Background: an optimization exercise with open tools, aiming at small area and a short achievable clock period. Do not read the settings as production practice. In this exercise RTL edits were held to simulation tests only and were not proved equivalent to the original. No activity file was given, so power comes from the tool's default toggle rates.

==> design/flow/run.sh <==
#!/bin/bash
# synth_recipe.tcl (not shown) runs the flow's synth.tcl, then flattens the netlist and writes it again
# the make line also repeats each setting of config.mk as NAME=value (left out here)
make -C /OpenROAD-flow-scripts/flow DESIGN_CONFIG=/design/flow/config.mk WORK_HOME=/design/flow/orfs CLKGATE_MAP_FILE= SYNTH_SCRIPT=/design/flow/synth_recipe.tcl finish
==> design/flow/config.mk <==
export PLATFORM = sky130hd
export DESIGN_NAME = init_cmd_store
export DESIGN_NICKNAME = init_cmd_store
export VERILOG_FILES = /design/flow/design.v
export SDC_FILE = /design/flow/constraint.sdc
export NUM_CORES = 4
export LEC_CHECK = 0
export CAP_MARGIN = 20
export CORE_MARGIN = 2
export CORE_UTILIZATION = 40
export SLEW_MARGIN = 20
==> design/flow/design.v <==
`default_nettype none
package init_store_pkg;
  typedef enum logic [1:0] {
    ST_NONE   = 2'd0,
    ST_END    = 2'd1,
    ST_RANOUT = 2'd2,
    ST_ABORT  = 2'd3
  } status_e;
  localparam logic [23:0] DEF_END_CODE = 24'hFF_FFFF;
  localparam int DEV_HI = 23;
  localparam int DEV_LO = 16;
  localparam int REG_HI = 15;
  localparam int REG_LO = 8;
  localparam int VAL_HI = 7;
  localparam int VAL_LO = 0;
endpackage
`default_nettype wire
`default_nettype none
module ram_sdp_init #(
  parameter int DATA_W    = 24,
  parameter int ADDR_W    = 6,
  parameter     INIT_FILE = "adv7611.mif"
) (
  input  logic              clk,
  input  logic              rst,
  input  logic              a_we_i,
  input  logic [ADDR_W-1:0] a_addr_i,
  input  logic [DATA_W-1:0] a_wdata_i,
  output logic [DATA_W-1:0] a_rdata_o,
  input  logic              b_en_i,
  input  logic [ADDR_W-1:0] b_addr_i,
  output logic [DATA_W-1:0] b_rdata_o
);
  logic [DATA_W-1:0] mem_q [2**ADDR_W];
  logic [DATA_W-1:0] a_rdata_q;
  logic [DATA_W-1:0] b_rdata_q;
  if (INIT_FILE != "") begin : g_init_image
  end
  always_ff @(posedge clk) begin
    if (a_we_i) begin
      mem_q[a_addr_i] <= a_wdata_i;
    end
  end
  always_ff @(posedge clk) begin
    if (rst) begin
      a_rdata_q <= '0;
    end else begin
      a_rdata_q <= mem_q[a_addr_i];
    end
  end
  always_ff @(posedge clk) begin
    if (b_en_i) begin
      b_rdata_q <= mem_q[b_addr_i];
    end
  end
  assign a_rdata_o = a_rdata_q;
  assign b_rdata_o = b_rdata_q;
endmodule
`default_nettype wire
`default_nettype none
module init_cmd_store #(
  parameter int                DATA_W    = 24,
  parameter int                ADDR_W    = 6,
  parameter                    INIT_FILE = "adv7611.mif",
  parameter logic [DATA_W-1:0] END_CODE  = {DATA_W{1'b1}}
) (
  input  logic              clk,
  input  logic              rst,
  input  logic              host_we,
  input  logic [ADDR_W-1:0] host_addr,
  input  logic [DATA_W-1:0] host_wdata,
  output logic [DATA_W-1:0] host_rdata,
  input  logic              start,
  input  logic [ADDR_W-1:0] start_addr,
  input  logic              abort,
  output logic              busy,
  output logic              done,
  output logic [1:0]        status,
  output logic [ADDR_W:0]   count,
  output logic              m_valid,
  output logic [DATA_W-1:0] m_data,
  input  logic              m_ready
);
  localparam logic [1:0] S_IDLE  = 2'd0;
  localparam logic [1:0] S_RUN   = 2'd1;
  localparam logic [1:0] S_DRAIN = 2'd2;
  logic [1:0]        state_q, state_d;
  logic [ADDR_W:0]   ptr_q, ptr_d;
  logic              infl_q, infl_d;
  logic              infl_last_q, infl_last_d;
  logic [1:0]        occ_q, occ_d;
  logic [DATA_W-1:0] slot0_q, slot0_d;
  logic [DATA_W-1:0] slot1_q, slot1_d;
  logic [ADDR_W:0]   count_q, count_d;
  init_store_pkg::status_e           status_q, status_d;
  logic              done_q, done_d;
  logic [DATA_W-1:0] rd_data;
  logic              pop, ret_valid, ret_end, push, issue;
  logic [1:0]        occ_after_pop;
  logic [2:0]        credit;
  ram_sdp_init #(
    .DATA_W   (DATA_W),
    .ADDR_W   (ADDR_W),
    .INIT_FILE(INIT_FILE)
  ) u_ram (
    .clk      (clk),
    .rst      (rst),
    .a_we_i   (host_we),
    .a_addr_i (host_addr),
    .a_wdata_i(host_wdata),
    .a_rdata_o(host_rdata),
    .b_en_i   (issue),
    .b_addr_i (ptr_q[ADDR_W-1:0]),
    .b_rdata_o(rd_data)
  );
  always_comb begin
    pop           = (occ_q != 2'd0) && m_ready;
    ret_valid     = infl_q && (state_q == S_RUN);
    ret_end       = ret_valid && (rd_data == END_CODE);
    push          = ret_valid && !ret_end;
    occ_after_pop = occ_q - {1'b0, pop};
    credit        = {1'b0, occ_q} + {2'b00, infl_q} - {2'b00, pop};
    issue         = (state_q == S_RUN) && !ptr_q[ADDR_W] && !ret_end && !abort
                    && (credit < 3'd2);
  end
  always_comb begin
    state_d     = state_q;
    ptr_d       = ptr_q;
    infl_d      = 1'b0;
    infl_last_d = 1'b0;
    occ_d       = occ_q + {1'b0, push} - {1'b0, pop};
    slot0_d     = slot0_q;
    slot1_d     = slot1_q;
    count_d     = count_q + {{ADDR_W{1'b0}}, pop};
    status_d    = status_q;
    done_d      = 1'b0;
    if (pop) begin
      slot0_d = slot1_q;
    end
    if (push) begin
      if (occ_after_pop == 2'd0) begin
        slot0_d = rd_data;
      end else begin
        slot1_d = rd_data;
      end
    end
    case (state_q)
      S_IDLE: begin
        if (start && !abort) begin
          state_d  = S_RUN;
          ptr_d    = {1'b0, start_addr};
          count_d  = '0;
          status_d = init_store_pkg::ST_NONE;
          occ_d    = 2'd0;
        end
      end
      S_RUN: begin
        infl_d      = issue;
        infl_last_d = issue && (ptr_q[ADDR_W-1:0] == {ADDR_W{1'b1}});
        if (issue) begin
          ptr_d = ptr_q + 1'b1;
        end
        if (ret_end) begin
          state_d  = S_DRAIN;
          status_d = init_store_pkg::ST_END;
        end else if (ret_valid && infl_last_q) begin
          state_d  = S_DRAIN;
          status_d = init_store_pkg::ST_RANOUT;
        end
      end
      S_DRAIN: begin
        if (occ_q == 2'd0) begin
          state_d = S_IDLE;
          done_d  = 1'b1;
        end
      end
      default: begin
        state_d = S_IDLE;
      end
    endcase
    if (abort && (state_q != S_IDLE)) begin
      state_d  = S_IDLE;
      occ_d    = 2'd0;
      infl_d   = 1'b0;
      status_d = init_store_pkg::ST_ABORT;
      done_d   = 1'b1;
    end
  end
  always_ff @(posedge clk) begin
    if (rst) begin
      state_q     <= S_IDLE;
      ptr_q       <= '0;
      infl_q      <= 1'b0;
      infl_last_q <= 1'b0;
      occ_q       <= 2'd0;
      slot0_q     <= '0;
      slot1_q     <= '0;
      count_q     <= '0;
      status_q    <= init_store_pkg::ST_NONE;
      done_q      <= 1'b0;
    end else begin
      state_q     <= state_d;
      ptr_q       <= ptr_d;
      infl_q      <= infl_d;
      infl_last_q <= infl_last_d;
      occ_q       <= occ_d;
      slot0_q     <= slot0_d;
      slot1_q     <= slot1_d;
      count_q     <= count_d;
      status_q    <= status_d;
      done_q      <= done_d;
    end
  end
  assign busy    = (state_q != S_IDLE);
  assign done    = done_q;
  assign status  = status_q;
  assign count   = count_q;
  assign m_valid = (occ_q != 2'd0);
  assign m_data  = slot0_q;
endmodule
`default_nettype wire
==> design/flow/constraint.sdc <==
create_clock -name core_clock -period 4.0 [get_ports {clk}]
set_input_delay 0.8000 -clock core_clock [delete_from_list [all_inputs] [get_ports {clk}]]
set_output_delay 0.8000 -clock core_clock [all_outputs]
set_load 0.01 [all_outputs]
==> run notes <==
==> power groups by stage <==
stage	sequential, mW	combinational (mW)	clock (mW)
6_report	19.3	4.01	16.8
5_1_grt	19.2	4.10	17.5
4_1_cts	19.2	3.89	16.9
3_5_place_dp	19.6	3.88	0
3_3_place_gp	19.6	3.86	0
2_1_floorplan	19.5	2.01	0
==> worst reg2reg max path: cells and delay by family (launching register included) <==
| family | cells | cell delay (ps) |
|---|---|---|
| AO/OA/AOI/OAI | 3 | 1560 |
| multiplexers | 1 | 670 |
| buffers and inverters | 2 | 490 |
| flip-flops | 1 | 380 |
| AND/OR/NAND/NOR | 1 | 180 |
==> final cells by class <==
| type | count | area, µm² |
|---|---|---|
| fillers | 15700 | 99100 |
| clock inverters | 95 | 1160 |
| multi-input cells | 2393 | 25200 |
| repair buffers | 501 | 5010 |
| clock buffers | 232 | 4750 |
| diodes | 9 | 22.5 |
| flip-flops and latches | 1655 | 48800 |
| inverters | 11 | 48.8 |
| well taps | 2495 | 3120 |
==> kinds of logic after synthesis <==
family / synth area share, %
compound gates: 9.46
xor+xnor: 0.0932
fa+ha+maj: 0.0932
buf+inv: 2.46
flops: 64.8
simple gates: 3.42
mux: 19.6
==> layout by cell type (no fill, tap or decap), drive strengths merged, types with 73 or more instances in the layout <==
| cell type | instances |
|---|---|
| o21ai | 81 |
| buf | 427 |
| nand2 | 165 |
| mux2 | 133 |
| clkbuf | 233 |
| a221oi | 195 |
| mux4 | 504 |
| o22ai | 86 |
| edfxtp | 1560 |
| dfxtp | 95 |
| a22oi | 173 |
| a22o | 93 |
| a21oi | 173 |
| mux2i | 190 |
| clkdlybuf4s50 | 73 |
| nor2 | 223 |
==> flip-flops by register name, summed over array words and instances (netlist names) <==
register and flops:
u_ram.mem_q 1536, ptr_q 7, slot0_q 24, slot1_q 24
state_q 2, count_q 7, infl_last_q 1, u_ram.b_rdata_q 24
occ_q 2, status_q 2, done_q 1, u_ram.a_rdata_q 24
infl_q 1
==> layer usage <==
layer	part of all wire, %	GRT usage [%]	up-vias
met1	37	38.7	26100
met5	0.038	0	-
met2	44	43.3	4280
li1	-	-	19400
met4	5.1	13.4	16
met3	14	9.53	753
==> worst paths after layout <==
kind	from	end	slack, ps
worst max-delay path	ptr_q[0]	u_ram.b_rdata_q[7]	460
worst min-delay path	host_wdata[5]	u_ram.mem_q[34][5]	190
worst max register to register	ptr_q[0]	u_ram.b_rdata_q[7]	460
worst min register to register	ptr_q[6]	ptr_q[6]	460
==> flow_summary.toml <==
[outcome]
run_status = "no timing/DRC/antenna violations"

[grt]
grt_max_degree = 65
grt_use_total_pct = 29.1
overflow = 0
grt_pass1_vias = 48200
antenna_found_initial = 23
grt_pass1_wl_um = 390000

[clocking]
numCtsBuffers = 177
postCtsSetupRepairBufs = 0
clk_path_buf_depth = 3
clk_latency_ps = 850
cts-root-buf = "clkbuf_16"
clock_sinks = 1655
cts_hold_buf = 0
cts_tree = "done"
h-tree-depth = 4
cts_resized = 0
clk_pin_slew_ps = 60

[pwr]
p_clk_share_pct = 41.9
peakVddDrop_uv = 525
total_power_mw = 40.0
seq_power_share_pct = 48.1
netSwitchingFraction_pct = 24.7
p_int_mw = 30.2
powerDensity_nw_per_um2 = 454
power_switching_mw = 9.89
p_leak_nw = 27.7
power_frac_comb_pct = 10.0

[critical_path]
cp-start-kind = "flip-flop"
critical-path-top-delay-family = "compound AO/OA/AOI/OAI gates"
cp_slowest_cell = "o21ai_0"
crit_fanout = 29
crit_required_ps = 4590
critPathBufInv = 2
critical_path_depth = 7
worstSetupPathType = "reg2reg"
end_kind = "flip-flop"
ff2ff_path_depth = 7
cp_slowest_stage_delay_ps = 950
worst_ep_arrival_time_ps = 4130
critical_path.cell_chain = "buf_12, mux4_2, a22oi_1, nand2_1, o21ai_0, a21oi_1, buf_4"

[detailed_routing]
vias_per_cell = 6.84
wirelength_um = 284000
wl_per_cell_um = 38.4
vias = 50600
firstDrtPassIters = 6
ant_nets = 0
drc_errors = 0
dr.first_iter.drc_count = 9194

[logic_synthesis]
synth-seq-area-share_pct = 64.8
ys.flop_type = "edfxtp_1"
synth_seq_cells = 1655
synthArstFlopShare_pct = 0
yosys.area.top_type = "edfxtp_1"
yosysMostFrequentCell = "edfxtp_1"
ys_warn_count = 2
synth_edf_count = 1560
synthCells = 4438
synth_top_cell_area_share_pct = 62.3
synthTopCellsByArea = "edfxtp_1 (62%), mux4_2 (15%), dfxtp_1 (2.5%), mux2i_1 (2.5%), a221oi_1 (2.3%)"
syn_nets = 4485
synth_common_cells = "edfxtp_1 (1560), mux4_2 (504), nor2_1 (221)"
synthDistinctLibCells = 71
avgSynthCellArea_um2 = 16.9
synth_area_um2 = 75200

[die]
die_y_um = 438
die_width_um = 438
fp-row-count = 159
dieArea_um2 = 191000
coreArea_um2 = 187000
start_util_pct = 40.2
ios = 102

[timing]
hold_violations = 0
relSlewSlack_pct = 10.1
worst_slack_ps = 462
grt_setup_unrepaired = "false"
period_share_pct = 88.4
worst_pin_slew_ps = 1330
setup_violations = 0
fin_hold_ws_ps = 188
fin_setup_tns_ps = 0
period_needed_ps = 3540
skew_ps = 35.3
finalMaxSlewViolations = 0
fmax_mhz = 283

[placement]
placed_area_um2 = 82100
hpwl_um = 186000
io_buffers = 101
dpl.cell_count = 7054
post-place-ws_ps = 250
gp_congestion = 0.959

[finish]
design_area_um2 = 88100
drive_above_1_share_pct = 29.4
utilization_pct = 47.1
finalNetCount = 4786
layout.cells.non_filler = 7391
area_growth_syn_to_layout_pct = 17.2

[flow_run]
drv_cap = 0

[hold_path]
min_path_cells = 1
min_path_type = "in2reg"

## separate check: timing with driven ports
Ports are ideal in the flow. The routed layout listed here was re-timed in OpenROAD.
Step 1 (the two cells are an assumption about what drives the block):
set clk [get_ports {clk}]
set_driving_cell -lib_cell sky130_fd_sc_hd__clkbuf_16 $clk
set_driving_cell -lib_cell sky130_fd_sc_hd__buf_2 [delete_from_list [all_inputs] $clk]
Step 2, shift: input delay + t, output delay - t, t = (earliest + latest rising clock arrival at the registers) / 2. This alone moves slack from input paths to output paths.
Three values: ideal, step 1, step 2; two values: the first two.
t (ns): 0.926
slack for setup (ns): 0.462 / 0.462 / -0.156
worst hold slack (ns): 0.188 / 0.186 / 0.464
cell pins on the clock port's net: 1
With both steps, setup timing fails in this run, where it was met with ideal ports. The setup slack of this run moves by 0.000 ns with the drivers and by -0.618 ns with both steps.
